Source: an optimization exercise on an open RTL-to-GDS flow (aim: a short achievable clock period and few clock cycles). Production flows keep margins and buffers that such runs may drop.
No functional check of the RTL was part of any run shown here.
Power is estimated from default activity; no workload was simulated.

--- design/flow/config.mk ---
export PLATFORM = sky130hd
export DESIGN_NAME = single_cycle_mips
export DESIGN_NICKNAME = single_cycle_mips
export VERILOG_FILES = /design/flow/design.v
export SDC_FILE = /design/flow/constraint.sdc
export NUM_CORES = 8
export LEC_CHECK = 0
export CAP_MARGIN = 40
export CORE_MARGIN = 2
export CORE_UTILIZATION = 52
export SETUP_SLACK_MARGIN = 5
export SLEW_MARGIN = 40
export SYNTH_HIERARCHICAL = 1
export SYNTH_MINIMUM_KEEP_SIZE = 0
export TNS_END_PERCENT = 5
--- design/flow/constraint.sdc ---
create_clock -name core_clock -period 8.0 [get_ports {clk}]
set_input_delay 1.6000 -clock core_clock [delete_from_list [all_inputs] [get_ports {clk}]]
set_output_delay 1.6000 -clock core_clock [all_outputs]
set_load 0.01 [all_outputs]
--- design/flow/design.v ---
`default_nettype none
package mips_pkg;
	localparam int word_w      = 32;
	localparam int reg_addr_w  = 5;
	localparam int dmem_addr_w = 7;
	typedef logic [word_w-1:0]     word_t;
	typedef logic [reg_addr_w-1:0] reg_addr_t;
	localparam logic [5:0] op_special = 6'h00;
	localparam logic [5:0] op_j       = 6'h02;
	localparam logic [5:0] op_jal     = 6'h03;
	localparam logic [5:0] op_beq     = 6'h04;
	localparam logic [5:0] op_bne     = 6'h05;
	localparam logic [5:0] op_addi    = 6'h08;
	localparam logic [5:0] op_lw      = 6'h23;
	localparam logic [5:0] op_sw      = 6'h2b;
	localparam logic [5:0] fn_sll = 6'h00;
	localparam logic [5:0] fn_srl = 6'h02;
	localparam logic [5:0] fn_jr  = 6'h08;
	localparam logic [5:0] fn_add = 6'h20;
	localparam logic [5:0] fn_sub = 6'h22;
	localparam logic [5:0] fn_and = 6'h24;
	localparam logic [5:0] fn_or  = 6'h25;
	localparam logic [5:0] fn_slt = 6'h2a;
	typedef enum logic [2:0] {
		alu_add = 3'd0,
		alu_sub = 3'd1,
		alu_and = 3'd2,
		alu_or  = 3'd3,
		alu_slt = 3'd4,
		alu_sll = 3'd5,
		alu_srl = 3'd6
	} alu_op_t;
	typedef enum logic [1:0] {
		pc_seq    = 2'd0,  
		pc_branch = 2'd1,  
		pc_jump   = 2'd2,  
		pc_reg    = 2'd3   
	} pc_src_t;
	localparam word_t reset_pc = 32'h0000_0000;
	localparam reg_addr_t reg_ra = 5'd31;
endpackage
`default_nettype wire
`default_nettype none
import mips_pkg::*;
module instr_decoder (
	input  mips_pkg::word_t     ir,
	output mips_pkg::reg_addr_t rd,         
	output logic                reg_write,  
	output logic                use_imm,    
	output logic                mem_read,
	output logic                mem_write,
	output logic                branch_eq,
	output logic                branch_ne,
	output logic                jump,       
	output logic                link,       
	output logic                jump_reg,   
	output logic                use_rs,     
	output logic                use_rt,     
	output mips_pkg::alu_op_t   alu_op
);
	logic [5:0] opcode;
	logic [5:0] funct;
	logic       special;
	logic       wr;
	mips_pkg::reg_addr_t dst;
	assign opcode  = ir[31:26];
	assign funct   = ir[5:0];
	assign special = (opcode == op_special) && (ir != '0);
	always_comb begin
		wr        = 1'b0;
		use_imm   = 1'b0;
		mem_read  = 1'b0;
		mem_write = 1'b0;
		branch_eq = 1'b0;
		branch_ne = 1'b0;
		jump      = 1'b0;
		link      = 1'b0;
		jump_reg  = 1'b0;
		use_rs    = 1'b0;
		use_rt    = 1'b0;
		alu_op    = alu_add;
		dst       = ir[15:11];
		case (opcode)
			op_special: begin
				if (special) begin
					wr     = 1'b1;
					use_rs = 1'b1;
					use_rt = 1'b1;
					case (funct)
						fn_sll: begin alu_op = alu_sll; use_rs = 1'b0; end
						fn_srl: begin alu_op = alu_srl; use_rs = 1'b0; end
						fn_add: alu_op = alu_add;
						fn_sub: alu_op = alu_sub;
						fn_and: alu_op = alu_and;
						fn_or:  alu_op = alu_or;
						fn_slt: alu_op = alu_slt;
						fn_jr: begin
							wr       = 1'b0;
							jump_reg = 1'b1;
							use_rt   = 1'b0;
						end
						default: begin
							wr     = 1'b0;
							use_rs = 1'b0;
							use_rt = 1'b0;
						end
					endcase
				end
			end
			op_addi: begin
				wr      = 1'b1;
				use_rs  = 1'b1;
				use_imm = 1'b1;
				dst     = ir[20:16];
			end
			op_lw: begin
				wr       = 1'b1;
				use_rs   = 1'b1;
				mem_read = 1'b1;
				dst      = ir[20:16];
			end
			op_sw: begin
				mem_write = 1'b1;
				use_rs    = 1'b1;
				use_rt    = 1'b1;
			end
			op_beq: begin
				branch_eq = 1'b1;
				use_rs    = 1'b1;
				use_rt    = 1'b1;
			end
			op_bne: begin
				branch_ne = 1'b1;
				use_rs    = 1'b1;
				use_rt    = 1'b1;
			end
			op_j:   jump = 1'b1;
			op_jal: begin
				jump = 1'b1;
				link = 1'b1;
				wr   = 1'b1;
				dst  = reg_ra;
			end
			default: ;
		endcase
	end
	assign reg_write = wr && (dst != '0);
	assign rd        = reg_write ? dst : '0;
endmodule
`default_nettype wire
`default_nettype none
import mips_pkg::*;
module register_file (
	input  logic                clk,
	input  logic                rst_n,
	input  logic [31:1]         rs_sel,
	input  logic [31:1]         rt_sel,
	input  logic [31:1]         wr_sel,    
	input  mips_pkg::word_t     wr_data,
	output mips_pkg::word_t     rs_data,
	output mips_pkg::word_t     rt_data
);
	mips_pkg::word_t regs [0:31];  
	always_ff @(posedge clk or negedge rst_n) begin
		if (!rst_n) begin
			for (int i = 1; i < 32; i++) begin
				regs[i] <= '0;
			end
		end else begin
			for (int i = 1; i < 32; i++) begin
				if (wr_sel[i]) regs[i] <= wr_data;
			end
		end
	end
	always_comb begin
		rs_data = '0;
		rt_data = '0;
		for (int i = 1; i < 32; i++) begin
			rs_data = rs_data | ({word_w{rs_sel[i]}} & regs[i]);
			rt_data = rt_data | ({word_w{rt_sel[i]}} & regs[i]);
		end
	end
endmodule
module zero_flags (
	input  logic                clk,
	input  logic                rst_n,
	input  logic [31:1]         w_oh,      
	input  mips_pkg::word_t     w_val,
	input  logic                w_zk,
	input  logic                w_zf,
	output logic [31:1]         zk,        
	output logic [31:1]         zf
);
	logic [31:1] zflag;
	logic        w_zero;
	assign w_zero = (w_val == '0);
	always_comb begin
		for (int k = 1; k < 32; k++) begin
			zk[k] = w_oh[k] ? w_zk : 1'b1;
			zf[k] = w_oh[k] ? w_zf : zflag[k];
		end
	end
	always_ff @(posedge clk or negedge rst_n) begin
		if (!rst_n) begin
			zflag <= '1;
		end else begin
			for (int k = 1; k < 32; k++) begin
				if (w_oh[k]) zflag[k] <= w_zero;
			end
		end
	end
endmodule
module one_flags (
	input  logic                clk,
	input  logic                rst_n,
	input  logic [31:1]         w_oh,      
	input  mips_pkg::word_t     w_val,
	output logic [31:1]         one
);
	logic w_one;
	assign w_one = (w_val == 32'd1);
	always_ff @(posedge clk or negedge rst_n) begin
		if (!rst_n) begin
			one <= '0;
		end else begin
			for (int k = 1; k < 32; k++) begin
				if (w_oh[k]) one[k] <= w_one;
			end
		end
	end
endmodule
`default_nettype wire
`default_nettype none
import mips_pkg::*;
module ks_add #(
	parameter int W = 32
) (
	input  logic [W-1:0] a,
	input  logic [W-1:0] b,
	input  logic         cin,
	output logic [W-1:0] s,
	output logic         cout
);
	localparam int L = (W <= 2) ? 1 : (W <= 4) ? 2 : (W <= 8) ? 3 : (W <= 16) ? 4 : (W <= 32) ? 5 : 6;
	logic [W-1:0] g [0:L];
	logic [W-1:0] p [0:L];
	logic [W-1:0] c;    
	assign g[0] = a & b;
	assign p[0] = a ^ b;
	for (genvar l = 0; l < L; l++) begin : g_lvl
		for (genvar i = 0; i < W; i++) begin : g_bit
			if (i >= (1 << l)) begin : g_comb
				assign g[l+1][i] = g[l][i] | (p[l][i] & g[l][i-(1<<l)]);
				assign p[l+1][i] = p[l][i] & p[l][i-(1<<l)];
			end else begin : g_pass
				assign g[l+1][i] = g[l][i];
				assign p[l+1][i] = p[l][i];
			end
		end
	end
	assign c[0] = cin;
	for (genvar i = 1; i < W; i++) begin : g_c
		assign c[i] = g[L][i-1] | (p[L][i-1] & cin);
	end
	assign s    = p[0] ^ c;
	assign cout = g[L][W-1] | (p[L][W-1] & cin);
endmodule
module gp_node (
	input  logic g_hi,
	input  logic p_hi,
	input  logic g_lo,
	input  logic p_lo,
	output logic g,
	output logic p
);
	assign g = g_hi | (p_hi & g_lo);
	assign p = p_hi & p_lo;
endmodule
module ks_add_nodes #(
	parameter int W = 32
) (
	input  logic [W-1:0] a,
	input  logic [W-1:0] b,
	input  logic         cin,
	output logic [W-1:0] s
);
	localparam int L = (W <= 2) ? 1 : (W <= 4) ? 2 : (W <= 8) ? 3 : (W <= 16) ? 4 : (W <= 32) ? 5 : 6;
	logic [W-1:0] g [0:L];
	logic [W-1:0] p [0:L];
	logic [W-1:0] c;    
	assign g[0] = a & b;
	assign p[0] = a ^ b;
	for (genvar l = 0; l < L; l++) begin : g_lvl
		for (genvar i = 0; i < W; i++) begin : g_bit
			if (i >= (1 << l)) begin : g_comb
				gp_node u_n (
					.g_hi (g[l][i]), .p_hi (p[l][i]), .g_lo (g[l][i-(1<<l)]), .p_lo (p[l][i-(1<<l)]),
					.g (g[l+1][i]), .p (p[l+1][i])
				);
			end else begin : g_pass
				assign g[l+1][i] = g[l][i];
				assign p[l+1][i] = p[l][i];
			end
		end
	end
	assign c[0] = cin;
	for (genvar i = 1; i < W; i++) begin : g_c
		logic unused_p;
		gp_node u_c (.g_hi (g[L][i-1]), .p_hi (p[L][i-1]), .g_lo (cin), .p_lo (1'b1), .g (c[i]), .p (unused_p));
	end
	assign s = p[0] ^ c;
endmodule
module alu (
	input  mips_pkg::word_t   op_a,
	input  mips_pkg::word_t   op_b,
	input  mips_pkg::word_t   op_bx,      
	input  logic              sub,        
	input  logic [4:0]        shamt,
	input  logic [5:0]        sel,        
	input  logic              ld,         
	input  mips_pkg::word_t   ld_data,
	output mips_pkg::word_t   result
);
	mips_pkg::word_t sum;
	logic  cout;
	logic  lt;
	ks_add_nodes #(.W(word_w)) u_add (
		.a    (op_a),
		.b    (op_bx),
		.cin  (sub),
		.s    (sum)
	);
	assign cout = 1'b0;
	assign lt = (op_a[word_w-1] == op_b[word_w-1]) ? sum[word_w-1] : op_a[word_w-1];
	mips_pkg::word_t shl, shr;
	alu_shift u_shift (.b (op_b), .shamt (shamt), .shl (shl), .shr (shr));
	alu_mux u_mux (
		.sel (sel), .sum (sum), .a_and_b (op_a & op_b), .a_or_b (op_a | op_b),
		.lt (lt), .shl (shl), .shr (shr), .ld (ld), .ld_data (ld_data), .result (result)
	);
endmodule
module alu_shift (
	input  mips_pkg::word_t b,
	input  logic [4:0]      shamt,
	output mips_pkg::word_t shl,
	output mips_pkg::word_t shr
);
	assign shl = b << shamt;
	assign shr = b >> shamt;
endmodule
module alu_mux (
	input  logic [5:0]      sel,
	input  mips_pkg::word_t sum,
	input  mips_pkg::word_t a_and_b,
	input  mips_pkg::word_t a_or_b,
	input  logic            lt,
	input  mips_pkg::word_t shl,
	input  mips_pkg::word_t shr,
	input  logic            ld,
	input  mips_pkg::word_t ld_data,
	output mips_pkg::word_t result
);
	assign result = ({word_w{sel[0]}} & sum) |
	                ({word_w{sel[1]}} & a_and_b) |
	                ({word_w{sel[2]}} & a_or_b) |
	                ({word_w{sel[3]}} & {{(word_w-1){1'b0}}, lt}) |
	                ({word_w{sel[4]}} & shl) |
	                ({word_w{sel[5]}} & shr) |
	                ({word_w{ld}} & ld_data);
endmodule
module alu_sel (
	input  mips_pkg::alu_op_t alu_op,
	output logic [5:0]        sel,
	output logic              sub
);
	assign sel[0] = (alu_op == alu_add) || (alu_op == alu_sub);
	assign sel[1] = (alu_op == alu_and);
	assign sel[2] = (alu_op == alu_or);
	assign sel[3] = (alu_op == alu_slt);
	assign sel[4] = (alu_op == alu_sll);
	assign sel[5] = (alu_op == alu_srl);
	assign sub    = (alu_op == alu_sub) || (alu_op == alu_slt);
endmodule
`default_nettype wire
`default_nettype none
import mips_pkg::*;
module pc_unit (
	input  logic              clk,
	input  logic              rst_n,
	input  logic              x_redirect,
	input  mips_pkg::word_t   x_target,
	input  logic              d_redirect,
	input  mips_pkg::word_t   d_target,
	input  mips_pkg::word_t   f_next,
	output mips_pkg::word_t   pc
);
	always_ff @(posedge clk or negedge rst_n) begin
		if (!rst_n) begin
			pc <= reset_pc;
		end else if (x_redirect) begin
			pc <= x_target;
		end else if (d_redirect) begin
			pc <= d_target;
		end else begin
			pc <= f_next;
		end
	end
endmodule
`default_nettype wire
`default_nettype none
import mips_pkg::*;
module single_cycle_mips (
	input  logic                                clk,
	input  logic                                rst_n,
	output mips_pkg::word_t                     ir_addr,
	input  mips_pkg::word_t                     ir,
	input  mips_pkg::word_t                     read_data_mem,
	output logic                                cen,
	output logic                                wen,
	output logic                                oen,
	output logic [mips_pkg::dmem_addr_w-1:0]    a,
	output mips_pkg::word_t                     data_to_mem
);
	mips_pkg::word_t pc;
	mips_pkg::word_t ra_pred;              
	logic            d_v;
	mips_pkg::word_t d_ir;
	mips_pkg::word_t d_pc;
	logic            d_pred;               
	mips_pkg::word_t d_jrpred;             
	mips_pkg::word_t d_pc4;                
	mips_pkg::word_t d_bt;                 
	logic [31:1]     d_rs_oh, d_rt_oh;     
	logic            d_bx_rs, d_bx_rt;     
	logic            d_bw_rs, d_bw_rt;     
	logic            d_dec1;               
	mips_pkg::reg_addr_t d_rd;             
	logic                x_v;
	mips_pkg::reg_addr_t x_rd;             
	logic [5:0]          x_sel;            
	logic                x_sub;
	mips_pkg::word_t     x_a, x_b;         
	mips_pkg::word_t     x_bx;             
	mips_pkg::word_t     w_valn;           
	logic                x_fa, x_fb;       
	logic [4:0]          x_sh;
	logic                x_load, x_isadd;
	logic                x_beq, x_bne, x_pred, x_jr;
	mips_pkg::word_t     x_alt;            
	mips_pkg::word_t     x_jrpred;
	logic [mips_pkg::dmem_addr_w-1:0] x_addr;
	mips_pkg::word_t     x_wdata;
	logic                x_cen, x_wen, x_oen;
	mips_pkg::reg_addr_t w_rd;
	logic [31:1]         w_oh;             
	mips_pkg::word_t     w_val;
	logic            x_redirect, d_redirect;
	mips_pkg::word_t x_target, d_target;
	mips_pkg::word_t pc4, f_bt, f_next;
	logic [5:0]      f_op;
	logic            f_j, f_jal, f_jr, f_br, f_pred;
	logic            unused_c4;
	ks_add #(.W(word_w)) u_pc4 (.a (pc), .b (32'd4), .cin (1'b0), .s (pc4), .cout (unused_c4));
	logic [13:0] pc_hp1, pc_hm1;
	logic [15:0] f_bt_lo;
	logic        f_bt_c, unused_chp, unused_chm;
	ks_add #(.W(14)) u_hp1 (.a (pc[31:18]), .b (14'd1),      .cin (1'b0), .s (pc_hp1), .cout (unused_chp));
	ks_add #(.W(14)) u_hm1 (.a (pc[31:18]), .b ({14{1'b1}}), .cin (1'b0), .s (pc_hm1), .cout (unused_chm));
	ks_add #(.W(16)) u_fbt (.a (pc[17:2]), .b (ir[15:0]), .cin (1'b1), .s (f_bt_lo), .cout (f_bt_c));
	assign f_bt = {ir[15] ? (f_bt_c ? pc[31:18] : pc_hm1) : (f_bt_c ? pc_hp1 : pc[31:18]),
	               f_bt_lo, pc[1:0]};
	assign f_op   = ir[31:26];
	assign f_j    = (f_op == op_j) || (f_op == op_jal);
	assign f_jal  = (f_op == op_jal);
	assign f_jr   = (f_op == op_special) && (ir[5:0] == fn_jr);
	assign f_br   = (f_op == op_beq) || (f_op == op_bne);
	logic f_cd, f_cd_zero;
	assign f_pred = f_br && (f_cd ? (f_op == op_beq) == f_cd_zero : ir[15]);
	always_comb begin
		if (f_j)         f_next = {pc[31:28], ir[25:0], 2'b00};
		else if (f_jr)   f_next = ra_pred;
		else if (f_pred) f_next = f_bt;
		else             f_next = pc4;
	end
	pc_unit u_pc (
		.clk (clk), .rst_n (rst_n),
		.x_redirect (x_redirect), .x_target (x_target),
		.d_redirect (d_redirect), .d_target (d_target),
		.f_next (d_stall ? pc : f_next), .pc (pc)
	);
	assign ir_addr = pc;
	always_ff @(posedge clk or negedge rst_n) begin
		if (!rst_n) begin
			ra_pred <= '0;
		end else if (f_jal) begin
			ra_pred <= pc4;
		end
	end
	mips_pkg::reg_addr_t f_rd;
	logic f_wr, f_imm, f_load, f_store, f_beq, f_bne, f_jump, f_link, f_jrx, f_urs, f_urt;
	mips_pkg::alu_op_t f_aop;
	instr_decoder u_fdec (
		.ir (ir), .rd (f_rd), .reg_write (f_wr), .use_imm (f_imm),
		.mem_read (f_load), .mem_write (f_store), .branch_eq (f_beq),
		.branch_ne (f_bne), .jump (f_jump), .link (f_link), .jump_reg (f_jrx),
		.use_rs (f_urs), .use_rt (f_urt), .alu_op (f_aop)
	);
	logic [31:1] f_rs_oh, f_rt_oh;
	always_comb begin
		for (int i = 1; i < 32; i++) begin
			f_rs_oh[i] = (ir[25:21] == 5'(i));
			f_rt_oh[i] = (ir[20:16] == 5'(i));
		end
	end
	always_ff @(posedge clk or negedge rst_n) begin
		if (!rst_n) begin
			d_v      <= 1'b0;
			d_ir     <= '0;
			d_pc     <= '0;
			d_pred   <= 1'b0;
			d_jrpred <= '0;
			d_pc4    <= '0;
			d_bt     <= '0;
			d_rs_oh  <= '0;
			d_rt_oh  <= '0;
			d_bx_rs  <= 1'b0;
			d_bx_rt  <= 1'b0;
			d_bw_rs  <= 1'b0;
			d_bw_rt  <= 1'b0;
			d_dec1   <= 1'b0;
			d_rd     <= '0;
		end else if (d_stall) begin
			d_v      <= d_v && !x_redirect;
			d_bx_rs  <= 1'b0;
			d_bx_rt  <= 1'b0;
			d_bw_rs  <= (e_rd != '0) && (e_rd == rs);
			d_bw_rt  <= (e_rd != '0) && (e_rd == rt);
		end else begin
			d_bx_rs  <= d_v && (dd_rd != '0) && (dd_rd == ir[25:21]);
			d_bx_rt  <= d_v && (dd_rd != '0) && (dd_rd == ir[20:16]);
			d_bw_rs  <= (e_rd != '0) && (e_rd == ir[25:21]);
			d_bw_rt  <= (e_rd != '0) && (e_rd == ir[20:16]);
			d_v      <= !x_redirect && !d_redirect;
			d_ir     <= ir;
			d_pc     <= pc;
			d_pred   <= f_pred;
			d_jrpred <= ra_pred;
			d_pc4    <= pc4;
			d_bt     <= f_bt;
			d_rs_oh  <= f_rs_oh;
			d_rt_oh  <= f_rt_oh;
			d_dec1   <= (ir[31:26] == op_addi) && (ir[15:0] == 16'hffff) && (ir[20:16] != '0);
			d_rd     <= f_rd;
		end
	end
	mips_pkg::reg_addr_t dd_rd;
	logic dd_wr, dd_imm, dd_load, dd_store, dd_beq, dd_bne, dd_jump, dd_link, dd_jr, dd_urs, dd_urt;
	mips_pkg::alu_op_t dd_op;
	instr_decoder u_dec (
		.ir (d_ir), .rd (dd_rd), .reg_write (dd_wr), .use_imm (dd_imm),
		.mem_read (dd_load), .mem_write (dd_store), .branch_eq (dd_beq),
		.branch_ne (dd_bne), .jump (dd_jump), .link (dd_link), .jump_reg (dd_jr),
		.use_rs (dd_urs), .use_rt (dd_urt), .alu_op (dd_op)
	);
	mips_pkg::word_t     alu_res;
	mips_pkg::reg_addr_t rs, rt, e_rd;
	mips_pkg::word_t     rf_rs0, rf_rt0, rf_rs, rf_rt, imm, wb;
	assign rs  = d_ir[25:21];
	assign rt  = d_ir[20:16];
	assign imm = {{16{d_ir[15]}}, d_ir[15:0]};
	assign e_rd = x_v ? x_rd : '0;
	register_file u_regs (
		.clk (clk), .rst_n (rst_n),
		.rs_sel (d_rs_oh), .rt_sel (d_rt_oh),
		.wr_sel (w_oh), .wr_data (w_val),
		.rs_data (rf_rs0), .rt_data (rf_rt0)
	);
	assign rf_rs = d_bw_rs ? w_val : rf_rs0;
	assign rf_rt = d_bw_rt ? w_val : rf_rt0;
	mips_pkg::word_t a_eff, b_eff, bx_eff;
	assign a_eff  = x_fa ? w_val : x_a;
	assign b_eff  = x_fb ? w_val : x_b;
	assign bx_eff = x_fb ? (x_sub ? w_valn : w_val) : x_bx;
	logic x_sumzero, rdm_zero, w_zk, w_zf;
	function automatic logic sumzero(input logic [word_w-1:0] p, input logic [word_w-1:0] q);
		sumzero = ((p ^ q) == {p[word_w-2:0] | q[word_w-2:0], 1'b0});
	endfunction
	logic sz_00, sz_01, sz_10, sz_11;
	assign sz_00 = sumzero(x_a, x_b);
	assign sz_01 = sumzero(x_a, w_val);
	assign sz_10 = sumzero(w_val, x_b);
	assign sz_11 = sumzero(w_val, w_val);
	assign x_sumzero = x_fa ? (x_fb ? sz_11 : sz_10) : (x_fb ? sz_01 : sz_00);
	assign rdm_zero  = (read_data_mem == '0);
	logic [31:1] zf_old, zk_old, one_f;
	one_flags u_of (.clk (clk), .rst_n (rst_n), .w_oh (w_oh), .w_val (w_val), .one (one_f));
	logic d_cd, f_zc;
	assign d_cd      = d_v && d_dec1 && !d_bx_rs && ((d_rs_oh & w_oh) == '0);
	assign f_zc      = (ir[20:16] == '0) ? (ir[25:21] == d_rd) : ((ir[25:21] == '0) && (ir[20:16] == d_rd));
	assign f_cd      = d_cd && f_zc;
	assign f_cd_zero = (d_rs_oh & one_f) != '0;
	zero_flags u_zf (
		.clk (clk), .rst_n (rst_n), .w_oh (w_oh), .w_val (w_val), .w_zk (w_zk), .w_zf (w_zf),
		.zk (zk_old), .zf (zf_old)
	);
	logic rs0_z, rt0_z, zk_rs, zf_rs, zk_rt, zf_rt;
	assign rs0_z = (d_rs_oh == '0);
	assign rt0_z = (d_rt_oh == '0);
	assign zk_rs = ((d_rs_oh & ~zk_old) == '0);
	assign zf_rs = rs0_z || ((d_rs_oh & zf_old) != '0);
	assign zk_rt = ((d_rt_oh & ~zk_old) == '0);
	assign zf_rt = rt0_z || ((d_rt_oh & zf_old) != '0);
	logic x_zero, x_zknown, byp_rs, byp_rt;
	assign x_zero   = x_load ? rdm_zero : x_sumzero;
	assign x_zknown = x_load || x_isadd;
	assign byp_rs   = d_bx_rs && x_v;
	assign byp_rt   = d_bx_rt && x_v;
	logic d_br, d_skip, d_zc, d_early, d_zero, d_taken, d_unres;
	assign d_br    = dd_beq || dd_bne;
	assign d_skip  = (d_ir[15:0] == '0);      
	assign d_zc    = (rs == '0) || (rt == '0);
	assign d_early = d_zc && (byp_rs ? x_zknown : zk_rs) && (byp_rt ? x_zknown : zk_rt);
	assign d_zero  = (byp_rs ? x_zero : zf_rs) && (byp_rt ? x_zero : zf_rt);
	assign d_taken = dd_beq ? d_zero : !d_zero;
	assign d_unres = d_br && !d_skip && !d_early;
	assign d_redirect = d_v && d_br && !d_skip && d_early && (d_taken != d_pred);
	assign d_target   = d_taken ? d_bt : d_pc4;
	logic [8:0] addr_rf, addr_as, addr_ld, addr_lg, d_addr, cs_s, cs_c, x_lg;
	logic       unused_c1, unused_c2, unused_c3, unused_c5;
	logic [8:0] addr_r0, addr_w;
	logic       unused_c6;
	ks_add #(.W(9)) u_addr_r0  (.a (rf_rs0[8:0]), .b (d_ir[8:0]), .cin (1'b0), .s (addr_r0), .cout (unused_c1));
	ks_add #(.W(9)) u_addr_w   (.a (w_val[8:0]),  .b (d_ir[8:0]), .cin (1'b0), .s (addr_w),  .cout (unused_c6));
	assign addr_rf = d_bw_rs ? addr_w : addr_r0;
	assign cs_s = a_eff[8:0] ^ bx_eff[8:0] ^ d_ir[8:0];
	assign cs_c = {(a_eff[7:0] & bx_eff[7:0]) | (a_eff[7:0] & d_ir[7:0]) | (bx_eff[7:0] & d_ir[7:0]), x_sub};
	ks_add #(.W(9)) u_addr_as  (.a (cs_s), .b (cs_c), .cin (1'b0), .s (addr_as), .cout (unused_c2));
	ks_add #(.W(9)) u_addr_ld  (.a (read_data_mem[8:0]), .b (d_ir[8:0]), .cin (1'b0), .s (addr_ld), .cout (unused_c3));
	assign x_lg = x_sel[1] ? (a_eff[8:0] & b_eff[8:0]) : (a_eff[8:0] | b_eff[8:0]);
	ks_add #(.W(9)) u_addr_lg  (.a (x_lg), .b (d_ir[8:0]), .cin (1'b0), .s (addr_lg), .cout (unused_c5));
	always_comb begin
		if (!byp_rs)        d_addr = addr_rf;
		else if (x_load)    d_addr = addr_ld;
		else if (x_sel[0])  d_addr = addr_as;
		else                d_addr = addr_lg;
	end
	logic d_stall, stall_r, stall_next, f_mem;
	assign d_stall = d_v && stall_r;
	assign f_mem   = (ir[31:26] == op_lw) || (ir[31:26] == op_sw);
	assign stall_next = !d_stall && f_mem && (ir[25:21] != '0) && (ir[25:21] == dd_rd) &&
	                    (d_sel[3] || d_sel[4] || d_sel[5]);
	always_ff @(posedge clk or negedge rst_n) begin
		if (!rst_n) begin
			stall_r <= 1'b0;
		end else begin
			stall_r <= stall_next;
		end
	end
	logic [5:0]      d_sel;
	logic            d_sub;
	mips_pkg::word_t d_b;
	alu_sel u_alu_sel (.alu_op (dd_op), .sel (d_sel), .sub (d_sub));
	assign d_b = dd_imm ? imm : (dd_link ? '0 : rf_rt);
	logic dx;    
	assign dx = d_v && !x_redirect && !d_stall;
	always_ff @(posedge clk or negedge rst_n) begin
		if (!rst_n) begin
			x_v <= 1'b0; x_rd <= '0; x_sel <= '0; x_sub <= 1'b0; x_a <= '0; x_b <= '0; x_bx <= '0; x_sh <= '0;
			x_fa <= 1'b0; x_fb <= 1'b0;
			x_load <= 1'b0; x_isadd <= 1'b0;
			x_beq <= 1'b0; x_bne <= 1'b0; x_pred <= 1'b0; x_jr <= 1'b0;
			x_alt <= '0; x_jrpred <= '0;
			x_addr <= '0; x_wdata <= '0;
			x_cen <= 1'b1; x_wen <= 1'b1; x_oen <= 1'b1;
		end else begin
			x_v      <= dx;
			x_rd     <= dd_rd;
			x_sel    <= dd_load ? 6'd0 : d_sel;
			x_sub    <= d_sub;
			x_a      <= dd_link ? d_pc4 : rf_rs;
			x_b      <= d_b;
			x_bx     <= d_sub ? ~d_b : d_b;
			x_fa     <= byp_rs && !dd_link;
			x_fb     <= byp_rt && !dd_imm && !dd_link;
			x_sh     <= d_ir[10:6];
			x_load   <= dd_load;
			x_isadd  <= (dd_op == alu_add) && !dd_load;
			x_beq    <= dd_beq && d_unres;
			x_bne    <= dd_bne && d_unres;
			x_pred   <= d_pred;
			x_jr     <= dd_jr;
			x_alt    <= d_pred ? d_pc4 : d_bt;
			x_jrpred <= d_jrpred;
			x_addr   <= d_addr[8:2];
			x_wdata  <= byp_rt ? wb : rf_rt;    
			x_cen    <= !(dx && (dd_load || dd_store));
			x_wen    <= !(dx && dd_store);
			x_oen    <= !(dx && dd_load);
		end
	end
	alu u_alu (.op_a (a_eff), .op_b (b_eff), .op_bx (bx_eff), .sub (x_sub), .shamt (x_sh), .sel (x_sel),
	           .ld (x_load), .ld_data (read_data_mem), .result (alu_res));
	assign wb = alu_res;
	logic x_eq, x_taken;
	logic eq00, eq01, eq10, jr_nf, jr_f;
	assign eq00       = (x_a == x_b);
	assign eq01       = (x_a == w_val);
	assign eq10       = (w_val == x_b);
	assign x_eq       = x_fa ? (x_fb ? 1'b1 : eq10) : (x_fb ? eq01 : eq00);
	assign jr_nf      = (x_a != x_jrpred);
	assign jr_f       = (w_val != x_jrpred);
	assign x_taken    = (x_beq && x_eq) || (x_bne && !x_eq);
	assign x_redirect = x_v && (((x_beq || x_bne) && (x_taken != x_pred)) ||
	                            (x_jr && (x_fa ? jr_f : jr_nf)));
	assign x_target   = x_jr ? a_eff : x_alt;
	always_ff @(posedge clk or negedge rst_n) begin
		if (!rst_n) begin
			w_rd   <= '0;
			w_val  <= '0;
			w_valn <= '1;
			w_zk   <= 1'b1;
			w_zf   <= 1'b1;
			w_oh   <= '0;
		end else begin
			w_zk   <= x_zknown;
			w_zf   <= x_zero;
			for (int k = 1; k < 32; k++) w_oh[k] <= (e_rd == 5'(k));
			w_rd   <= e_rd;
			w_val  <= wb;
			w_valn <= ~wb;
		end
	end
	assign a           = x_addr;
	assign data_to_mem = x_wdata;
	assign cen         = !rst_n || x_cen;
	assign wen         = !rst_n || x_wen;
	assign oen         = !rst_n || x_oen;
endmodule
`default_nettype wire
--- design/flow/run.sh ---
#!/bin/bash
# synth_recipe.tcl (not shown) runs the flow's synth.tcl, then flattens the netlist and writes it again
# the make line also repeats each setting of config.mk as NAME=value (left out here)
make -C /OpenROAD-flow-scripts/flow DESIGN_CONFIG=/design/flow/config.mk WORK_HOME=/design/flow/orfs CLKGATE_MAP_FILE= SYNTH_SCRIPT=/design/flow/synth_recipe.tcl finish
==> results_dict.tcl, run 1 <==
set metrics [dict create \
    status "no timing/DRC/antenna violations" \
    regMostFlops "u_regs.regs" \
    grt_overflow 0 \
    cp.buffers_inverters 1 \
    numPortBuffers 139 \
    grt_max_degree 183 \
    cp.required_ns 8.72 \
    row_count 157 \
    fin_crit_ns 3.947 \
    cp_top_family "simple AND/OR/NAND/NOR gates" \
    cts.path.max_buffers 3 \
    grt_usage_pct 46.89 \
    pin_count 140 \
    setup_viol 0 \
    wire_per_inst_um 37.56 \
    drc_errors 0 \
    routed_wl_um 449000 \
    dr.pass1.iters 10 \
    cp_slowest_stage_delay_ns 0.71 \
    cts_tree "yes" \
    grt_pass1_wl_um 626500 \
    hold_viol 0 \
    drive_gt1_share_pct 30.27 \
    end_kind "flop" \
    layout_commonest_cell "dfrtp_1" \
    die-area_um2 188600 \
    max_clock_freq_mhz 253.4 \
    grt_pass1_vias 82670 \
    final_cells 11960 \
    maxCapViolations 0 \
    start_kind "flop" \
    pre_cts_slack_ns 2.221 \
    ant_nets 0 \
    core_area_um2 183500 \
    power_density_nw_per_um2 220.8 \
    gp_congestion 1.039 \
    dp_cells 11250 \
    viasPerCell 7.130 \
    whs_ns 0.3520 \
    syn-cell-area_um2 96290 \
    tns_ns 0 \
    ff_latch_area_um2 41580 \
    path_clk_slew_ns 0.06 \
    cts-htree-levels 4 \
    drv_slew 0 \
    period_share_pct 49.34 \
    antenna_found_initial 40 \
    path_max_fanout 24 \
    synth_warnings 30 \
    nNetsFinal 9648 \
    multiInputGateArea_um2 53500 \
    start_util_pct 52.48 \
    layout_common_cells "dfrtp_1, mux2_2, a22oi_1" \
    path_class "flop to flop" \
    critPathArrivalTime_ns 4.67 \
    drt_iter0_drc 12970 \
    crit_chain "buf_4 > a222oi_1 > nand3_1 > or4_1 > mux2i_2 > o21ai_0 > xor2_1" \
    ir_drop_mv 0.1977 \
    power_mw 25.27 \
    num_vias 85240 \
    clock-sinks 1646 \
    die_height_um 434.3 \
    die_w_um 434.3 \
    worst_path_max_delay_cell "or4_1" \
    avgSynthCellArea_um2 10.67 \
    rsz0062_at_grt "yes" \
    synth_cells 9024 \
    min_path_type "flop to flop" \
    area_delta_synth_final_pct 18.83 \
    nFillCells 14990 \
    largest_register_ffs 992 \
    fin_skew_ns 0.06107 \
    clkLatencyLatePin_ns 0.88 \
    holdBufCountCts 0 \
    hpwlAfterDp_um 270600 \
    cts_root_buf "clkbuf_16" \
    fin_ws_ns 4.053 \
    p_leak_nw 52.56 \
    worstMarginPinSlew_ns 1.009 \
    max-slew-margin-rel_pct 32.73 \
    cts_buffers 181 \
]
-- layer usage --
metal / routed length, um / vias to the layer above / track usage (%)
met5: 272 / - / 0.07684
met4: 41670 / 34 / 35.15
met3: 59660 / 1825 / 17.37
met2: 182500 / 6356 / 65.32
met1: 165000 / 42770 / 59.13
li1: - / 34260 / -
-- final timing paths --
kind / start / to / slack [ns] / cells past startpoint
setup / recovery: d_rt_oh[18] / x_bx[21] / 4.05 / 7
hold / removal: d_jrpred[12] / x_jrpred[12] / 0.35 / 0
setup reg to reg: d_rt_oh[18] / x_bx[21] / 4.05 / 7
hold reg to reg: d_jrpred[12] / x_jrpred[12] / 0.35 / 0
max in group asynchronous: rst_n / d_rs_oh[1] / 4.72 / 7
min in group asynchronous: rst_n / u_regs.regs[29][2] / 0.68 / 1
-- where the power goes --
| part | leakage [nW] | internal [mW] | total (mW) | switching [mW] |
|---|---|---|---|---|
| Combinational | 27.5 | 2.69 | 6.50 | 3.81 |
| Sequential | 22.0 | 9.08 | 9.94 | 0.862 |
| Clock | 3.07 | 5.09 | 8.83 | 3.74 |
| Total | 52.6 | 16.9 | 25.3 | 8.41 |
-- final cells by class --
class	instances	area share, %
tap	2464	2.694
clock buffer	274	4.740
timing repair buffer	699	7.588
sequential	1646	36.34
antenna	17	0.03718
inverter	343	1.160
clock inverter	61	0.6878
multi-input combinational	6452	46.76
-- repair_timing --
item,in CTS,in global routing
cloned,74,6
endpoints found under the setup margin,652,936
resized for setup,822,80
setup buffers,246,19
pin swaps,84,38
-- metrics by stage --
stage | cell area (um^2) | utilization (%)
floorplan | 96700 | -
finish | 114400 | 62.36
detailed placement | 100400 | 54.70
CTS | 113600 | 61.92
global route | 114400 | 62.35
global placement | 100000 | 54.52
==> inputs of run 2 (changes only) <==
--- a/design/flow/config.mk
+++ b/design/flow/config.mk
@@ -7,7 +7,7 @@
 export LEC_CHECK = 0
 export CAP_MARGIN = 40
 export CORE_MARGIN = 2
-export CORE_UTILIZATION = 52
+export CORE_UTILIZATION = 58
 export SETUP_SLACK_MARGIN = 5
 export SLEW_MARGIN = 40
 export SYNTH_HIERARCHICAL = 1
==> run 2 against run 1 <==
Net effect:
- still clean
- register-to-register slack about the same
- via count grew 0.70%
- area after synthesis did not move
- highest routed layer unchanged
==> results_dict.tcl, run 2 <==
set metrics [dict create \
    viasPerCell 7.384 \
    die_height_um 411.5 \
    fin_crit_ns 3.946 \
    hpwlAfterDp_um 264400 \
    worst_path_max_delay_cell "a222oi_1" \
    nNetsFinal 9600 \
    ant_nets 0 \
    clock-sinks 1646 \
    cp.required_ns 8.71 \
    worstMarginPinSlew_ns 0.9904 \
    ff2ff_setup_slack_ns 4.05 \
    synth_cells 9024 \
    path_max_fanout 11 \
    ir_drop_mv 0.2274 \
    die-area_um2 169300 \
    power_density_nw_per_um2 219.9 \
    reg2reg_from "x_fb" \
    drive_gt1_share_pct 29.48 \
    regMostFlops "u_regs.regs" \
    min_to "x_jrpred[13]" \
    max_clock_freq_mhz 253.4 \
    core_area_um2 165000 \
    max-slew-margin-rel_pct 33.28 \
    end_kind "flop" \
    r2r_cells 9 \
    wire_per_inst_um 37.05 \
    layout_common_cells "dfrtp_1, mux2_2, a22oi_1" \
    clkLatencyLatePin_ns 0.85 \
    grt_usage_pct 49.44 \
    period_share_pct 49.33 \
    cts_buffers 178 \
    gp_congestion 1.034 \
    area_delta_synth_final_pct 17.22 \
    grt_pass1_wl_um 599500 \
    fin_ws_ns 4.054 \
    fin_skew_ns 0.03782 \
    avgSynthCellArea_um2 10.67 \
    grt_pass1_vias 82580 \
    num_vias 85840 \
    dr.pass1.iters 25 \
    status "no timing/DRC/antenna violations" \
    layout_commonest_cell "dfrtp_1" \
    rr_endpoint "x_wdata[0]" \
    cts.path.max_buffers 3 \
    routed_wl_um 430700 \
    syn-cell-area_um2 96290 \
    row_count 149 \
    rsz0062_at_grt "yes" \
    cp_top_family "multiplexers" \
    synth_warnings 30 \
    pre_cts_slack_ns 2.076 \
    grt_max_degree 163 \
    drc_errors 0 \
    grt_overflow 0 \
    maxCapViolations 0 \
    antenna_found_initial 34 \
    start_util_pct 58.36 \
    die_w_um 411.5 \
    fin_area_um2 112900 \
    power_mw 24.83 \
    cp.buffers_inverters 1 \
    worstHoldPathCells 0 \
    hold_viol 0 \
    nFillCells 12400 \
    drt_iter0_drc 14250 \
    cts_tree "yes" \
    setup_viol 0 \
    pin_count 140 \
    path_class "flop to flop" \
    start_kind "flop" \
    crit_chain "buf_4 > mux2_2 > mux4_1 > a32oi_1 > nand3b_1 > a222oi_1 > nand3_2 > nor2_2 > a21oi_2" \
    p_leak_nw 52.10 \
    drv_slew 0 \
    cts_root_buf "clkbuf_16" \
    numPortBuffers 139 \
    cp_slowest_stage_delay_ns 0.79 \
    largest_register_ffs 992 \
    tns_ns 0 \
    hp-start "d_jrpred[13]" \
    cts-htree-levels 4 \
    critPathArrivalTime_ns 4.66 \
    path_clk_slew_ns 0.06 \
    placed_cell_area_um2 100000 \
    min_path_type "flop to flop" \
]
## run 2: area by class of cell
class | count | area, um^2 | area share [%]
repair buffers | 664 | 8083 | 7.161
multi-input cells | 6442 | 53280 | 47.20
clock buffers | 274 | 5301 | 4.697
inverters | 343 | 1304 | 1.155
clock inverters | 52 | 601.8 | 0.5332
flip-flops and latches | 1646 | 41530 | 36.79
diodes | 14 | 35.03 | 0.03104
well taps | 2189 | 2739 | 2.427
## run 2: worst max path at each step
stage                startpoint     endpoint  slack [ns]  depth (start not counted)
2_1_floorplan              x_fb   x_wdata[0]        4.05                         19
3_3_place_gp   read_data_mem[0]  u_pc.pc[21]        1.58                         11
3_5_place_dp   read_data_mem[4]  u_pc.pc[30]        2.08                         11
4_1_cts                    x_fb   x_wdata[0]        4.35                         11
5_1_grt                    x_fa   x_wdata[0]        4.07                         19
6_report                   x_fb   x_wdata[0]        4.05                          9
## run 2: what timing repair did
item / 4_1_cts / 5_1_grt
setup endpoints to repair: 747 / 876
pin swaps: 78 / 47
setup buffers: 197 / 37
gates resized for setup: 681 / 114
cloned: 56 / 15
hold buffers: 0 / 0
## run 2: report_power, final
part / switching (mW) / internal (mW) / leakage [nW]
Sequential: 0.861 / 9.08 / 22.0
Combinational: 3.72 / 2.71 / 27.2
Clock: 3.61 / 4.85 / 2.90
## run 2: per-stage QoR
stage	util, %	hold slack, ns	std cells
after floorplan	-	0.3519	9106
after global placement	60.42	0.3588	10970
after detailed placement	60.62	0.3589	10980
after CTS	67.66	0.3542	11560
after global routing	68.39	0.3788	11610
final	68.41	0.3571	11620
## run 2: per-layer routing
layer	GRT usage [%]	wire (um)	vias to the layer above
met3	18.23	60470	2091
met4	40.23	44280	32
met5	0.7349	492	-
met1	61.64	151800	42590
met2	68.39	173600	7020
li1	-	-	34110
==> inputs of run 3 (changes only) <==
==> design/flow/flow/run.sh (new file) <==
#!/bin/bash
# The standard layout, with one change after synthesis: the port buffers are
# sky130_fd_sc_hd__buf_4 (not the buffer the placer picks by itself). Each
# step's output goes to a log file of its own here.
set -euo pipefail
bash standard.sh synth > flow_synth.log 2>&1
bash standard.sh "BUFFER_PORTS_ARGS=-buffer_cell sky130_fd_sc_hd__buf_4" finish > flow_layout.log 2>&1
==> design/flow/standard.sh (new file) <==
#!/bin/bash
# synth_recipe.tcl (not shown) runs the flow's synth.tcl, then flattens the netlist and writes it again
# the make line also repeats each setting of config.mk as NAME=value (left out here)
make -C /OpenROAD-flow-scripts/flow DESIGN_CONFIG=/design/flow/config.mk WORK_HOME=/design/flow/orfs CLKGATE_MAP_FILE= SYNTH_SCRIPT=/design/flow/synth_recipe.tcl "${@:-finish}"
--- a/design/flow/config.mk
+++ b/design/flow/config.mk
@@ -7,7 +7,7 @@
 export LEC_CHECK = 0
 export CAP_MARGIN = 40
 export CORE_MARGIN = 2
-export CORE_UTILIZATION = 58
+export CORE_UTILIZATION = 52
 export SETUP_SLACK_MARGIN = 5
 export SLEW_MARGIN = 40
 export SYNTH_HIERARCHICAL = 1
removed: design/flow/run.sh
==> run 3 against run 2 <==
Net effect:
- sequential share of layout area grew 0.50 points
- sequential power is essentially flat
- synthesized cell count is the same
- area after synthesis is the same
- utilization shrank 7.7 points
- largest power group unchanged
- via count shrank 2.3%
- non-clock buffer count shrank 78
- combinational power shrank 5.1%
- die area grew 11%
- still clean
==> results_dict.tcl, run 3 <==
set metrics [dict create \
    placed_cell_area_um2 100100 \
    ir_drop_mv 0.2365 \
    cts-htree-levels 4 \
    multiInputGateArea_um2 53040 \
    clkLatencyLatePin_ns 0.88 \
    maxCapViolations 0 \
    cts_root_buf "clkbuf_16" \
    grt_max_degree 156 \
    cts.path.max_buffers 3 \
    cts_tree "yes" \
    path_class "flop to flop" \
    row_count 157 \
    drt_iter0_drc 12150 \
    hpwlAfterDp_um 278500 \
    drive_gt1_share_pct 29.81 \
    die-area_um2 188600 \
    start_kind "flop" \
    r2r_cells 8 \
    wl_met3_um 53200 \
    clock-sinks 1646 \
    endpoint "x_bx[30]" \
    worstHoldPathCells 0 \
    syn-cell-area_um2 96290 \
    ff2ff_setup_slack_ns 3.99 \
    worstMarginPinSlew_ns 1.026 \
    period_share_pct 50.07 \
    hold_viol 0 \
    tns_ns 0 \
    largest_register_ffs 992 \
    setup_viol 0 \
    dr.pass1.iters 10 \
    die_height_um 434.3 \
    rsz0062_at_grt "yes" \
    num_vias 83870 \
    gp_congestion 1.026 \
    nNetsFinal 9530 \
    synth_warnings 30 \
    drc_errors 0 \
    ff_latch_area_um2 41530 \
    wire_per_inst_um 36.62 \
    ant_nets 0 \
    cp.required_ns 8.71 \
    grt_overflow 0 \
    antenna_found_initial 28 \
    nFillCells 15320 \
    cts_buffers 182 \
    viasPerCell 7.089 \
    power_mw 24.68 \
    path_clk_slew_ns 0.06 \
    worst_path_max_delay_cell "or4_1" \
    reg2reg_from "d_rt_oh[5]" \
    start_util_pct 52.48 \
    rr_endpoint "x_bx[30]" \
    path_max_fanout 22 \
    met2_wirelength_um 179600 \
    grt_pass1_wl_um 601200 \
    grt_pass1_vias 80550 \
    avgSynthCellArea_um2 10.67 \
    routed.top_layer "met5" \
    regMostFlops "u_regs.regs" \
    power_density_nw_per_um2 221.6 \
    die_w_um 434.3 \
    cp.buffers_inverters 1 \
    synth_cells 9024 \
    crit_chain "buf_4 > a22o_1 > a221oi_2 > nand3_1 > or4_1 > mux2i_1 > o21ai_0 > xor2_1" \
    min_path_type "flop to flop" \
    path_depth 8 \
    routed_wl_um 433200 \
    status "no timing/DRC/antenna violations" \
    layout_commonest_cell "dfrtp_1" \
    fin_area_um2 111400 \
    cp_slowest_stage_delay_ns 0.85 \
    wl_met1_um 165200 \
    layout_common_cells "dfrtp_1, mux2_2, a22oi_1" \
    core_area_um2 183500 \
    critPathArrivalTime_ns 4.71 \
    area_delta_synth_final_pct 15.67 \
    max-slew-margin-rel_pct 31.57 \
    pin_count 140 \
    drv_slew 0 \
    cp_top_family "simple AND/OR/NAND/NOR gates" \
    numPortBuffers 139 \
    p_leak_nw 51.40 \
    grt_usage_pct 44.79 \
    fin_crit_ns 4.005 \
    max_clock_freq_mhz 249.7 \
    fin_skew_ns 0.05430 \
    end_kind "flop" \
    critPathLaunch "d_rt_oh[5]" \
]
-- run 3: cell types whose count changed in the layout (fill, tap and decap cells not counted), sizes merged, moves of 6 or more --
cell / previous run / this run
clkinvlp: 4 / 13
clkdlybuf4s15: 9 / 0
buf: 486 / 567
clkdlybuf4s50: 95 / 0
diode: 14 / 8
dlygate4sd2: 16 / 0
clkbuf: 288 / 271
clkinv: 38 / 47
bufbuf: 43 / 12
-- run 3: routing by layer --
layer  global-route usage [%]  up-vias
met1                    58.70    42550
met3                    14.13     1476
met4                    29.77       20
met5                        0        -
li1                         -    33900
met2                    63.43     5920
-- run 3: layout make-up --
class                           count  area share (%)
Clock buffer                      264           4.727
Sequential cell                  1646           37.29
Clock inverter                     74          0.7257
Inverter                          343           1.174
Tap cell                         2464           2.768
Timing Repair Buffer              586           5.676
Antenna cell                        8         0.01797
Multi-Input combinational cell   6446           47.62
-- run 3: how the worst min path moves through the flow --
| stage | from | endpoint | slack (ns) |
|---|---|---|---|
| finish | d_jrpred[4] | x_jrpred[4] | 0.37 |
| global route | d_jrpred[20] | x_jrpred[20] | 0.38 |
| CTS | d_jrpred[7] | x_jrpred[7] | 0.37 |
| detailed placement | d_jrpred[0] | x_jrpred[0] | 0.36 |
| global placement | d_jrpred[5] | x_jrpred[5] | 0.36 |
| floorplan | d_pred | x_pred | 0.35 |
-- run 3: worst register-to-register path: cells and delay by family (launching register included) --
| family | cells | cell delay [ns] |
|---|---|---|
| AND/OR/NAND/NOR | 2 | 0.97 |
| multiplexers | 1 | 0.82 |
| AO/OA/AOI/OAI | 3 | 0.78 |
| flip-flops | 1 | 0.71 |
| buffers and inverters | 1 | 0.37 |
| XOR/XNOR | 1 | 0.20 |
-- run 3: per-stage QoR --
stage | util [%] | std cells | hold WS [ns] | setup WS (ns)
floorplan | - | 9106 | 0.3519 | 4.053
global placement | 54.34 | 11250 | 0.3592 | 1.393
detailed placement | 54.55 | 11250 | 0.3609 | 2.519
CTS | 59.41 | 11720 | 0.3736 | 4.088
global route | 60.70 | 11820 | 0.3818 | 4.086
finish | 60.71 | 11830 | 0.3726 | 3.995
-- run 3: repair_timing --
| action | in CTS | in global routing |
|---|---|---|
| endpoints found under the setup margin | 379 | 404 |
| hold buffers | 0 | 0 |
| gates resized for setup | 321 | 274 |
| cloned | 22 | 6 |
| buffers inserted | 102 | 94 |
| pin swaps | 22 | 89 |
-- run 3: report_power, final --
part / switching [mW] / internal [mW]
Combinational: 3.62 / 2.47
Clock: 3.75 / 4.92
Sequential: 0.852 / 9.07
Total: 8.23 / 16.5
==> inputs of run 4 (changes only) <==
--- a/design/flow/design.v
+++ b/design/flow/design.v
@@ -447,6 +447,7 @@
 	logic                x_load, x_isadd;
 	logic                x_beq, x_bne, x_pred, x_jr;
 	mips_pkg::word_t     x_alt;            
+	logic                x_one;            
 	mips_pkg::word_t     x_jrpred;
 	logic [mips_pkg::dmem_addr_w-1:0] x_addr;
 	mips_pkg::word_t     x_wdata;
@@ -623,7 +624,7 @@
 	assign d_zero  = (byp_rs ? x_zero : zf_rs) && (byp_rt ? x_zero : zf_rt);
 	assign d_taken = dd_beq ? d_zero : !d_zero;
 	assign d_unres = d_br && !d_skip && !d_early;
-	assign d_redirect = d_v && d_br && !d_skip && d_early && (d_taken != d_pred);
+	assign d_redirect = d_v && !x_skip1 && d_br && !d_skip && d_early && (d_taken != d_pred);
 	assign d_target   = d_taken ? d_bt : d_pc4;
 	logic [8:0] addr_rf, addr_as, addr_ld, addr_lg, d_addr, cs_s, cs_c, x_lg;
 	logic       unused_c1, unused_c2, unused_c3, unused_c5;
@@ -662,14 +663,14 @@
 	alu_sel u_alu_sel (.alu_op (dd_op), .sel (d_sel), .sub (d_sub));
 	assign d_b = dd_imm ? imm : (dd_link ? '0 : rf_rt);
 	logic dx;    
-	assign dx = d_v && !x_redirect && !d_stall;
+	assign dx = d_v && !x_redirect && !x_skip1 && !d_stall;
 	always_ff @(posedge clk or negedge rst_n) begin
 		if (!rst_n) begin
 			x_v <= 1'b0; x_rd <= '0; x_sel <= '0; x_sub <= 1'b0; x_a <= '0; x_b <= '0; x_bx <= '0; x_sh <= '0;
 			x_fa <= 1'b0; x_fb <= 1'b0;
 			x_load <= 1'b0; x_isadd <= 1'b0;
 			x_beq <= 1'b0; x_bne <= 1'b0; x_pred <= 1'b0; x_jr <= 1'b0;
-			x_alt <= '0; x_jrpred <= '0;
+			x_alt <= '0; x_jrpred <= '0; x_one <= 1'b0;
 			x_addr <= '0; x_wdata <= '0;
 			x_cen <= 1'b1; x_wen <= 1'b1; x_oen <= 1'b1;
 		end else begin
@@ -688,6 +689,7 @@
 			x_beq    <= dd_beq && d_unres;
 			x_bne    <= dd_bne && d_unres;
 			x_pred   <= d_pred;
+			x_one    <= (d_ir[15:0] == 16'd1);
 			x_jr     <= dd_jr;
 			x_alt    <= d_pred ? d_pc4 : d_bt;
 			x_jrpred <= d_jrpred;
@@ -710,8 +712,10 @@
 	assign jr_nf      = (x_a != x_jrpred);
 	assign jr_f       = (w_val != x_jrpred);
 	assign x_taken    = (x_beq && x_eq) || (x_bne && !x_eq);
-	assign x_redirect = x_v && (((x_beq || x_bne) && (x_taken != x_pred)) ||
-	                            (x_jr && (x_fa ? jr_f : jr_nf)));
+	logic x_mis, x_skip1;
+	assign x_mis      = x_v && (x_beq || x_bne) && (x_taken != x_pred);
+	assign x_skip1    = x_mis && x_taken && x_one && (pc == x_alt);
+	assign x_redirect = (x_mis && !x_skip1) || (x_v && x_jr && (x_fa ? jr_f : jr_nf));
 	assign x_target   = x_jr ? a_eff : x_alt;
 	always_ff @(posedge clk or negedge rst_n) begin
 		if (!rst_n) begin
==> design/flow/run.sh (new file) <==
#!/bin/bash
# synth_recipe.tcl (not shown) runs the flow's synth.tcl, then flattens the netlist and writes it again
# the make line also repeats each setting of config.mk as NAME=value (left out here)
make -C /OpenROAD-flow-scripts/flow DESIGN_CONFIG=/design/flow/config.mk WORK_HOME=/design/flow/orfs CLKGATE_MAP_FILE= SYNTH_SCRIPT=/design/flow/synth_recipe.tcl finish
removed: design/flow/flow/run.sh
removed: design/flow/standard.sh
==> run 4 against run 3 <==
Net effect:
- first-iteration DRC count up 6.3%
- power up 1.9%
- wire length up 1.9%
- clock power about the same
- via count up 0.27%
- highest routed layer unchanged
==> results_dict.tcl, run 4 <==
set metrics [dict create \
    status "no timing/DRC/antenna violations" \
    pin_count 140 \
    fin_crit_ns 4.021 \
    grt_pass1_wl_um 606100 \
    drt_iter0_drc 12920 \
    grtUsageMet1_pct 60.17 \
    nNetsFinal 9502 \
    power_density_nw_per_um2 224.9 \
    synth_warnings 30 \
    setup_viol 0 \
    cts.path.max_buffers 3 \
    grt_max_degree 178 \
    grt_use_met3_pct 15.36 \
    use_met2_pct 62.70 \
    grt_usage_pct 45.24 \
    largest_register_ffs 992 \
    avgSynthCellArea_um2 10.71 \
    max-slew-margin-rel_pct 36.09 \
    fin_skew_ns 0.06973 \
    power_mw 25.15 \
    nFillCells 15150 \
    maxCapViolations 0 \
    ir_drop_mv 0.2157 \
    wire_per_inst_um 37.41 \
    syn-cell-area_um2 96300 \
    gp_congestion 1.021 \
    grt.busiest_layer "met2" \
    cts_buffers 181 \
    drv_slew 0 \
    clock-sinks 1647 \
    synth_cells 8990 \
    grt_pass1_vias 80490 \
    tns_ns 0 \
    worstMarginPinSlew_ns 0.9513 \
    row_count 157 \
    num_vias 84090 \
    start_util_pct 52.49 \
    min_path_type "flop to flop" \
    critPathArrivalTime_ns 4.73 \
    cts_tree "yes" \
    regMostFlops "u_regs.regs" \
    die-area_um2 188700 \
    core_area_um2 183500 \
    holdBufCountCts 0 \
    worst_path_max_delay_cell "or4_1" \
    path_clk_slew_ns 0.06 \
    hold_viol 0 \
    max_clock_freq_mhz 248.7 \
    period_share_pct 50.26 \
    routed_wl_um 441500 \
    area_delta_synth_final_pct 16.09 \
    die_height_um 434.3 \
    cts_root_buf "clkbuf_16" \
    path_class "flop to flop" \
    p_leak_nw 51.08 \
    cp_slowest_stage_delay_ns 0.74 \
    clkLatencyLatePin_ns 0.89 \
    end_kind "flop" \
    drive_gt1_share_pct 28.25 \
    cts-htree-levels 4 \
    cp.required_ns 8.71 \
    antenna_found_initial 32 \
    viasPerCell 7.126 \
    drc_errors 0 \
    hpwlAfterDp_um 282000 \
    start_kind "flop" \
    ant_nets 0 \
    layout_common_cells "dfrtp_1, mux2_2, a22oi_1" \
    die_w_um 434.3 \
    crit_chain "buf_4 > a221oi_2 > nand3_1 > or4_1 > mux2i_1 > o21ai_0 > xor2_1" \
    dr.pass1.iters 9 \
    grt_overflow 0 \
    layout_commonest_cell "dfrtp_1" \
    path_max_fanout 24 \
    numPortBuffers 139 \
    rsz0062_at_grt "yes" \
]
-- run 4: repair_timing --
action	in CTS	in global routing
setup buffers	102	82
endpoints found under the hold margin	0	0
endpoints found under the setup margin	506	963
gates cloned	21	16
pin swaps	46	64
resized for setup	379	252
-- run 4: worst paths after layout --
check | from | to | slack [ns] | cells after the start
max | d_rt_oh[20] | x_bx[25] | 3.98 | 7
min | d_jrpred[26] | x_jrpred[26] | 0.37 | 0
max reg2reg | d_rt_oh[20] | x_bx[25] | 3.98 | 7
min reg2reg | d_jrpred[26] | x_jrpred[26] | 0.37 | 0
max in group asynchronous | rst_n | w_oh[10] | 4.38 | 7
min in group asynchronous | rst_n | u_regs.regs[10][2] | 0.67 | 1
-- run 4: per-layer routing --
layer,vias up,share of wire [%]
li1,33920,-
met1,42420,38
met2,6184,41
met3,1540,13
met4,22,7.8
met5,-,0.032
-- run 4: worst max-delay path, delay by kind of cell (launching register included) --
kind            cells  cell delay, ns
compound gates      2            0.64
xor+xnor            1            0.41
buf+inv             1            0.45
flops               1            0.70
mux                 1            0.69
simple gates        2            0.89
-- run 4: per-stage QoR --
| stage | setup WS, ns | area (um^2) | utilization (%) | hold slack, ns | cells |
|---|---|---|---|---|---|
| floorplan | 3.574 | 96640 | - | 0.3519 | 9072 |
| global placement | 2.264 | 100100 | 54.56 | 0.3584 | 11220 |
| detailed placement | 2.141 | 100400 | 54.73 | 0.3598 | 11230 |
| CTS | 4.192 | 109500 | 59.69 | 0.3722 | 11680 |
| global route | 4.031 | 111800 | 60.91 | 0.3833 | 11790 |
| finish | 3.979 | 111800 | 60.93 | 0.3699 | 11800 |
-- run 4: cell type report --
class | count | area (um^2) | share of cell area [%]
diodes | 14 | 35.03 | 0.03134
flip-flops and latches | 1647 | 41560 | 37.18
well taps | 2464 | 3083 | 2.758
multi-input cells | 6417 | 52960 | 47.38
repair buffers | 584 | 6714 | 6.006
inverters | 346 | 1325 | 1.185
clock inverters | 55 | 779.5 | 0.6973
clock buffers | 274 | 5330 | 4.768
-- run 4: power breakdown --
part / internal (mW) / switching (mW)
combinational: 2.59 / 3.87
sequential: 9.07 / 0.912
clock: 4.95 / 3.75
total: 16.6 / 8.53
==> inputs of run 5 (changes only) <==
--- a/design/flow/config.mk
+++ b/design/flow/config.mk
@@ -12,4 +12,4 @@
 export SLEW_MARGIN = 40
 export SYNTH_HIERARCHICAL = 1
 export SYNTH_MINIMUM_KEEP_SIZE = 0
-export TNS_END_PERCENT = 5
+export TNS_END_PERCENT = 20
==> run 5 against run 4 <==
Net effect:
- final area grew 3.9%
- non-clock buffer count increased by 233
- cell count increased by 2.1%
- highest routed layer unchanged
- flip-flop and latch count stayed put
- hold slack gained 0.0018 ns
- wire length grew 2.7%
- synthesized cell count stayed put
- utilization grew 2.4 points
- largest power group unchanged
==> results_dict.tcl, run 5 <==
set metrics [dict create \
    regMostFlops "u_regs.regs" \
    r2r_cells 11 \
    ant_nets 0 \
    pre_cts_slack_ns 2.087 \
    critPathArrivalTime_ns 4.61 \
    min_to "x_jrpred[14]" \
    die-area_um2 188700 \
    gp_congestion 1.040 \
    hp-start "d_jrpred[14]" \
    rsz0062_at_grt "yes" \
    syn-cell-area_um2 96300 \
    antenna_found_initial 33 \
    grt_pass1_wl_um 627100 \
    largest_register_ffs 992 \
    path_max_fanout 8 \
    fin_skew_ns 0.03532 \
    grt_max_degree 158 \
    fin_ws_ns 4.099 \
    crit_chain "buf_6 > buf_8 > or4_4 > or4_4 > nor4_4 > o2111ai_2 > o21bai_4 > a211oi_4 > buf_6 > buf_16 > mux2i_1 > o21ai_1 > mux2i_1 > o21ai_1" \
    avgSynthCellArea_um2 10.71 \
    cts_buffers 181 \
    worst_path_max_delay_cell "or4_4" \
    max-slew-margin-rel_pct 32.94 \
    cp_slowest_stage_delay_ns 0.54 \
    path_clk_slew_ns 0.07 \
    setup_viol 0 \
    final_core_util_pct 63.29 \
    rr_endpoint "x_wdata[0]" \
    worstMarginPinSlew_ns 0.9982 \
    row_count 157 \
    maxCapViolations 0 \
    hold_viol 0 \
    cts_tree "yes" \
    num_vias 86150 \
    reg2reg_from "x_fb" \
    nFillCells 14710 \
    holdBufCountCts 0 \
    numPortBuffers 139 \
    power_density_nw_per_um2 220.5 \
    clkLatencyLatePin_ns 0.86 \
    grt_overflow 0 \
    dr.pass1.iters 10 \
    p_leak_nw 53.06 \
    layout_common_cells "dfrtp_1, mux2_2, a22oi_1" \
    die_w_um 434.3 \
    period_share_pct 48.76 \
    grt_usage_pct 46.93 \
    ir_drop_mv 0.2254 \
    clock-sinks 1647 \
    end_kind "flop" \
    status "no timing/DRC/antenna violations" \
    worstHoldPathCells 0 \
    area_delta_synth_final_pct 20.59 \
    ff2ff_setup_slack_ns 4.13 \
    cts-htree-levels 4 \
    max_clock_freq_mhz 256.4 \
    synth_cells 8990 \
    start_kind "input pin" \
    drc_errors 0 \
    min_path_type "flop to flop" \
    path_class "input pin to flop" \
    cts.path.max_buffers 3 \
    layout_commonest_cell "dfrtp_1" \
    tns_ns 0 \
    core_area_um2 183500 \
    hpwlAfterDp_um 276800 \
    start_util_pct 52.49 \
    grt_pass1_vias 82700 \
    viasPerCell 7.151 \
    fin_crit_ns 3.901 \
    die_height_um 434.3 \
    routed_wl_um 453500 \
    drv_slew 0 \
    drive_gt1_share_pct 33.77 \
    nNetsFinal 9737 \
    synth_warnings 30 \
    drt_iter0_drc 12810 \
    wire_per_inst_um 37.64 \
    pin_count 140 \
    cp.required_ns 8.71 \
    cts_root_buf "clkbuf_16" \
]
-- run 5: cell types whose count changed in the layout (fill, tap and decap cells not counted), moves of 26 or more --
| cell | before | now |
|---|---|---|
| buf_4 | 272 | 398 |
| inv_1 | 321 | 289 |
| nand3_1 | 212 | 182 |
| buf_6 | 53 | 135 |
| inv_2 | 17 | 43 |
| clkdlybuf4s50_1 | 113 | 67 |
| a22oi_2 | 15 | 46 |
| a21oi_1 | 177 | 147 |
| dfrtp_1 | 1464 | 1427 |
| a21oi_2 | 36 | 62 |
| and2_1 | 162 | 126 |
| and2_4 | 8 | 44 |
| a22oi_1 | 910 | 879 |
-- run 5: through the flow --
stage          area (um^2)  total power [mW]  std cells  hold slack, ns
2_1_floorplan        96980             13.69       9072          0.3519
3_3_place_gp        100200             15.71      11210          0.3593
3_5_place_dp        100500             15.78      11220          0.3598
4_1_cts             114300             25.13      11940          0.3695
5_1_grt             116100             26.45      12030          0.3806
6_report            116100             25.61      12050          0.3717
-- run 5: layout make-up --
type	count	area, um^2	share of cell area, %
Timing Repair Buffer	817	9563	8.235
Sequential cell	1647	41640	35.86
Clock inverter	61	690.7	0.5947
Inverter	346	1351	1.164
Clock buffer	279	5440	4.685
Tap cell	2464	3083	2.655
Multi-Input combinational cell	6417	54290	46.75
Timing Repair inverter	2	27.53	0.02370
Antenna cell	14	35.03	0.03017
-- run 5: how the worst max path moves through the flow --
stage | start | end | slack, ns
after global routing | ir[17] | u_pc.pc[20] | 4.00
after CTS | ir[17] | u_pc.pc[4] | 4.21
after detailed placement | ir[18] | u_pc.pc[19] | 2.09
final | ir[17] | u_pc.pc[11] | 4.10
after global placement | read_data_mem[0] | u_pc.pc[12] | 2.05
after floorplan | ir[16] | u_pc.pc[12] | 3.57
-- run 5: repair_timing --
action	in CTS	in global routing
buffers inserted	336	79
gates resized for setup	1129	225
gates cloned	47	9
pin swaps	241	100
endpoints found under the setup margin	912	946
-- run 5: power by group --
group,switching (mW),internal [mW]
Clock,3.74,4.94
Combinational,4.16,2.89
Sequential,0.788,9.09
Total,8.69,16.9
-- run 5: critical path, delay by kind of cell --
family | cells | cell delay [ns]
AOI/OAI and AO/OA | 5 | 0.86
buffers and inverters | 4 | 0.61
muxes | 2 | 0.37
and+or+nand+nor | 3 | 1.15
-- run 5: layer usage --
metal / routed length [um] / GRT usage [%] / share of wire [%]
met5: 167 / 0 / 0.037
met3: 62440 / 18.55 / 14
met2: 185100 / 65.44 / 41
met4: 39300 / 33.09 / 8.7
met1: 166500 / 59.24 / 37

==> port drivers added, routing unchanged <==
The flow's constraints put no driver on any port. The routed layouts listed below were extracted and timed again, unchanged, in two steps.
Step 1: set_driving_cell puts a clkbuf_16 on clk and a buf_2 on each other input, an assumption about the parent block.
Step 2 also shifts input and output timing later by t, the mid clock arrival at the registers, as if the neighbouring blocks saw the same clock.
Three values: no drivers, after step 1, after step 2; two values: the first two.
run	t, ns	setup slack, ns	worst hold slack (ns)	cell pins on the clock port's net
run 1	0.948	4.053 / 4.053 / 3.389	0.352 / 0.352 / 0.352	1
run 2	0.933	4.054 / 4.054 / 3.357	0.357 / 0.357 / 0.357	1
run 3	0.947	3.995 / 3.995 / 3.250	0.373 / 0.373 / 0.373	1
run 4	0.950	3.979 / 3.979 / 3.246	0.370 / 0.370 / 0.370	1
run 5	0.928	4.099 / 3.831 / 3.225	0.372 / 0.372 / 0.372	1
After both steps setup and hold are still met in every run listed. The setup slack of run 5, which loses most, moves by -0.268 ns with the drivers and by -0.874 ns with both steps.
